From an optimization exercise on the open Yosys and OpenROAD flow, aimed at small area; shortcuts taken in it are not production practice.
The RTL was checked by simulation tests, not by an equivalence proof against the original design.
Power is estimated from default activity; no workload was simulated.

==> build 80: inputs <==
==> flow/design.v <==
module data_mem_responder #(
  parameter int DEPTH   = 64,
  parameter int LATENCY = 2
) (
  input  logic        clk,
  input  logic        reset,
  input  logic        MemReq,
  input  logic        MemWriteM,
  input  logic [31:0] ALUOutM,
  input  logic [31:0] WriteDataM,
  output logic [31:0] ReadData,
  output logic        MemStall,
  output logic        MemDone,
  output logic        AddrErr
);
  localparam int AW = $clog2(DEPTH);
  localparam int NR = DEPTH / 2;
  localparam int RW = AW - 1;
  logic            wait_q, done_q, clr_q;
  logic            pa_q, pb_q, rho_s;
  logic [AW-1:0]   idx_q;
  logic            ok_q, ld_q;
  logic [31:0]     w_q;
  logic [31:0]     rdata_q;
  logic            err_q;
  logic            idle_s, accept_s, addr_ok_s;
  logic [RW-1:0]   ring_s;
  logic            inj_s;
  logic [31:0]     c_s, ra_s, rav_s;
  logic [NR-1:0]   dec_s, set_s, keep_s;
  logic [NR-1:0][31:0] qa_s;
  assign idle_s    = !wait_q && !done_q;
  assign accept_s  = idle_s && MemReq && !reset;
  assign addr_ok_s = (ALUOutM[1:0] == 2'b00) && (ALUOutM[31:AW+2] == '0);
  assign rho_s     = pa_q ^ pb_q;
  assign ring_s = wait_q ? idx_q[AW-1:1] : ALUOutM[AW+1:3];
  assign inj_s  = wait_q ? (!ld_q && ok_q && (idx_q[0] != rho_s))
                         : (accept_s && MemWriteM && addr_ok_s && (ALUOutM[2] != rho_s));
  assign c_s    = (wait_q ? w_q : WriteDataM) ^ {32{pb_q}};
  always_ff @(posedge clk) begin
    if (reset) begin
      wait_q <= 1'b0;
      done_q <= 1'b0;
      pa_q   <= 1'b0;
      pb_q   <= 1'b1;
    end else begin
      wait_q <= idle_s && MemReq;
      done_q <= wait_q;
      pa_q   <= !pb_q;
      pb_q   <= pa_q;
    end
  end
  always_ff @(posedge clk) begin
    clr_q <= reset;
    idx_q <= ALUOutM[AW+1:2];
    ok_q  <= addr_ok_s;
    ld_q  <= !MemWriteM;
    w_q   <= MemWriteM ? WriteDataM : rav_s;
  end
  for (genvar r = 0; r < NR; r++) begin : g_ring
    assign dec_s[r]  = (ring_s == RW'(r));
    assign set_s[r]  = reset || clr_q || (inj_s && dec_s[r]);
    assign keep_s[r] = reset || !(inj_s && dec_s[r]);
    dmr_ring u_ring (.clk(clk), .set(set_s[r]), .keep(keep_s[r]), .c(c_s), .qa(qa_s[r]));
  end
  for (genvar j = 0; j < 32; j++) begin : g_col
    logic [NR-1:0] qcol;
    for (genvar r = 0; r < NR; r++) begin : g_bit
      assign qcol[r] = qa_s[r][j];
    end
    dmr_rdcol #(.N(NR)) u_rd (.q(qcol), .sn(~dec_s), .r(ra_s[j]));
  end
  assign rav_s = ra_s ^ {32{pa_q}};
  logic upd_s, rd_keep_s, rd_late_s, rd_early_s;
  assign upd_s      = !reset && wait_q && ld_q;
  assign rd_keep_s  = !reset && !(wait_q && ld_q);
  assign rd_late_s  = upd_s && ok_q && (idx_q[0] == rho_s);
  assign rd_early_s = upd_s && ok_q && (idx_q[0] != rho_s);
  always_ff @(posedge clk) begin
    rdata_q <= (rdata_q & {32{rd_keep_s}}) | (rav_s & {32{rd_late_s}}) | (w_q & {32{rd_early_s}});
  end
  always_ff @(posedge clk) begin
    if (reset) begin
      err_q <= 1'b0;
    end else if (wait_q && !ok_q) begin
      err_q <= 1'b1;
    end
  end
  assign MemStall = !reset && ((idle_s && MemReq) || wait_q);
  assign MemDone  = done_q;
  assign ReadData = rdata_q;
  assign AddrErr  = err_q;
endmodule
module dmr_ring (
  input  logic        clk,
  input  logic        set,
  input  logic        keep,
  input  logic [31:0] c,
  output logic [31:0] qa
);
  logic [31:0] qb;
  always_ff @(posedge clk) begin
    qa <= ~((qb | {32{set}}) & ({32{keep}} | c));
    qb <= qa;
  end
endmodule
module dmr_rdcol #(
  parameter int N = 32
) (
  input  logic [N-1:0] q,
  input  logic [N-1:0] sn,
  output logic         r
);
  assign r = &(q | sn);
endmodule
==> flow/flow/run.sh <==
#!/bin/bash
set -euo pipefail
bash standard.sh \
  "CTS_ARGS=-sink_clustering_enable -repair_clock_nets -buf_list sky130_fd_sc_hd__clkbuf_4 -sink_clustering_size 10 -sink_clustering_max_diameter 35 -dont_use_dummy_load" \
  "BUFFER_PORTS_ARGS=-buffer_cell sky130_fd_sc_hd__buf_1" \
  finish > standard_flow.log 2>&1
==> flow/standard.sh <==
#!/bin/bash
# synth_recipe.tcl (not shown) runs the flow's synth.tcl, then flattens the netlist and writes it again
# the make line also repeats each setting of config.mk as NAME=value (left out here)
make -C /OpenROAD-flow-scripts/flow DESIGN_CONFIG=/design/flow/config.mk WORK_HOME=/design/flow/orfs CLKGATE_MAP_FILE= SYNTH_SCRIPT=/design/flow/synth_recipe.tcl "${@:-finish}"
==> flow/config.mk <==
export PLATFORM = sky130hd
export DESIGN_NAME = data_mem_responder
export DESIGN_NICKNAME = data_mem_responder
export VERILOG_FILES = /design/flow/design.v
export SDC_FILE = /design/flow/constraint.sdc
export NUM_CORES = 4
export LEC_CHECK = 0
export CAP_MARGIN = 20
export CORE_MARGIN = 2
export CORE_UTILIZATION = 70
export CTS_CLUSTER_DIAMETER = 100
export CTS_CLUSTER_SIZE = 24
export SLEW_MARGIN = 20
export SYNTH_HIERARCHICAL = 1
export SYNTH_MINIMUM_KEEP_SIZE = 0
==> flow/constraint.sdc <==
create_clock -name core_clock -period 6.5 [get_ports {clk}]
set_input_delay 1.3000 -clock core_clock [delete_from_list [all_inputs] [get_ports {clk}]]
set_output_delay 1.3000 -clock core_clock [all_outputs]
set_load 0.01 [all_outputs]
==> inputs of build 50, as changes to build 80 <==
==> flow/flow/run.sh (replaced) <==
#!/bin/bash
set -euo pipefail
bash standard.sh \
  "CTS_ARGS=-sink_clustering_enable -repair_clock_nets -buf_list sky130_fd_sc_hd__clkbuf_8 -sink_clustering_size 20 -sink_clustering_max_diameter 60 -dont_use_dummy_load" \
  "BUFFER_PORTS_ARGS=-buffer_cell sky130_fd_sc_hd__buf_1" \
  finish > standard_flow.log 2>&1
- CAP_MARGIN: 20 -> 10
- CORE_UTILIZATION: 70 -> 75
- CTS_CLUSTER_DIAMETER: 100 -> unset
- CTS_CLUSTER_SIZE: 24 -> unset
- SLEW_MARGIN: 20 -> 10
==> summary.txt <==
|  | build 50 | build 80 |
|---|---|---|
| Core Footprint | 77300 um^2 | 83200 um^2 |
| Worst min-delay path endpoint | g_ring[24].u_ring.qb[24]$_DFF_P_ | g_ring[25].u_ring.qb[19]$_DFF_P_ |
| Diodes inserted | 1 | 8 |
| WL met3 | 18100 um | 15400 um |
| IR drop worst, VDD | 0.286 mV | 0.221 mV |
| Switching power summed over all nets | 5.35 mW | 5.57 mW |
| Fillcell total | 4902 | 5863 |
| Buf/Inv on CP | 3 | 1 |
| Count of cell instances traversed by the critical path | 8 | 11 |
| Via density per instance | 7.01 | 6.80 |
| Achievable frequency | 0.218 GHz | 0.240 GHz |
| Cells after DPL | 5785 | 5832 |
| Fraction of area in multi-input gates | 23.6% | 23.6% |
| Share of the clock period used by the worst path | 70.5% | 64.1% |
| Clock transition at the registers of the reported paths | 0.12 ns | 0.10 ns |
| Fraction of area in clock buffers and inverters | 2.64% | 2.90% |
| Crit path required time | 7.13 ns | 7.54 ns |
| Initial cell density of the core | 75.6% | 70.3% |
| Outcome | no timing/DRC/antenna violations | no timing/DRC/antenna violations |
| Detailed route wirelength on metal2 | 74400 um | 77100 um |
| Insertion delay of the later-clocked pin in the worst-skew pair | 0.80 ns | 1.22 ns |
| GR met2 Demand/Resource | 62.5% | 59.8% |
| Non-clock buffer share of cell area | 2.39% | 2.51% |
| Overall via count from detail_route | 41400 | 41400 |
| Count of clock buffers in the final design | 118 | 239 |

## port drivers added, routing unchanged
The flow's constraints put no driver on any port. The routed layouts listed below were extracted and timed again, unchanged, in two steps.
Step 1, drivers: a clkbuf_16 drives clk and a buf_2 each remaining input, both assumed.
Step 2 also shifts input and output timing later by t, the mid clock arrival at the registers, as if the neighbouring blocks saw the same clock.
a / b / c = ideal / step 1 / step 2; a / b = the first two.
| run | shift t [ns] | setup WS [ns] | worst register clock-pin slew, ns | pins driven straight from the clock port |
|---|---|---|---|---|
| build 80 | 1.240 | 2.334 / 2.280 / 1.569 | 0.11 / 0.11 | 1 |
| build 50 | 0.832 | 1.917 / 1.917 / 1.414 | 0.12 / 0.12 | 1 |
After both steps every run listed still meets setup and hold. The setup slack of build 80, which loses most, moves by -0.054 ns with the drivers and by -0.765 ns with both steps.
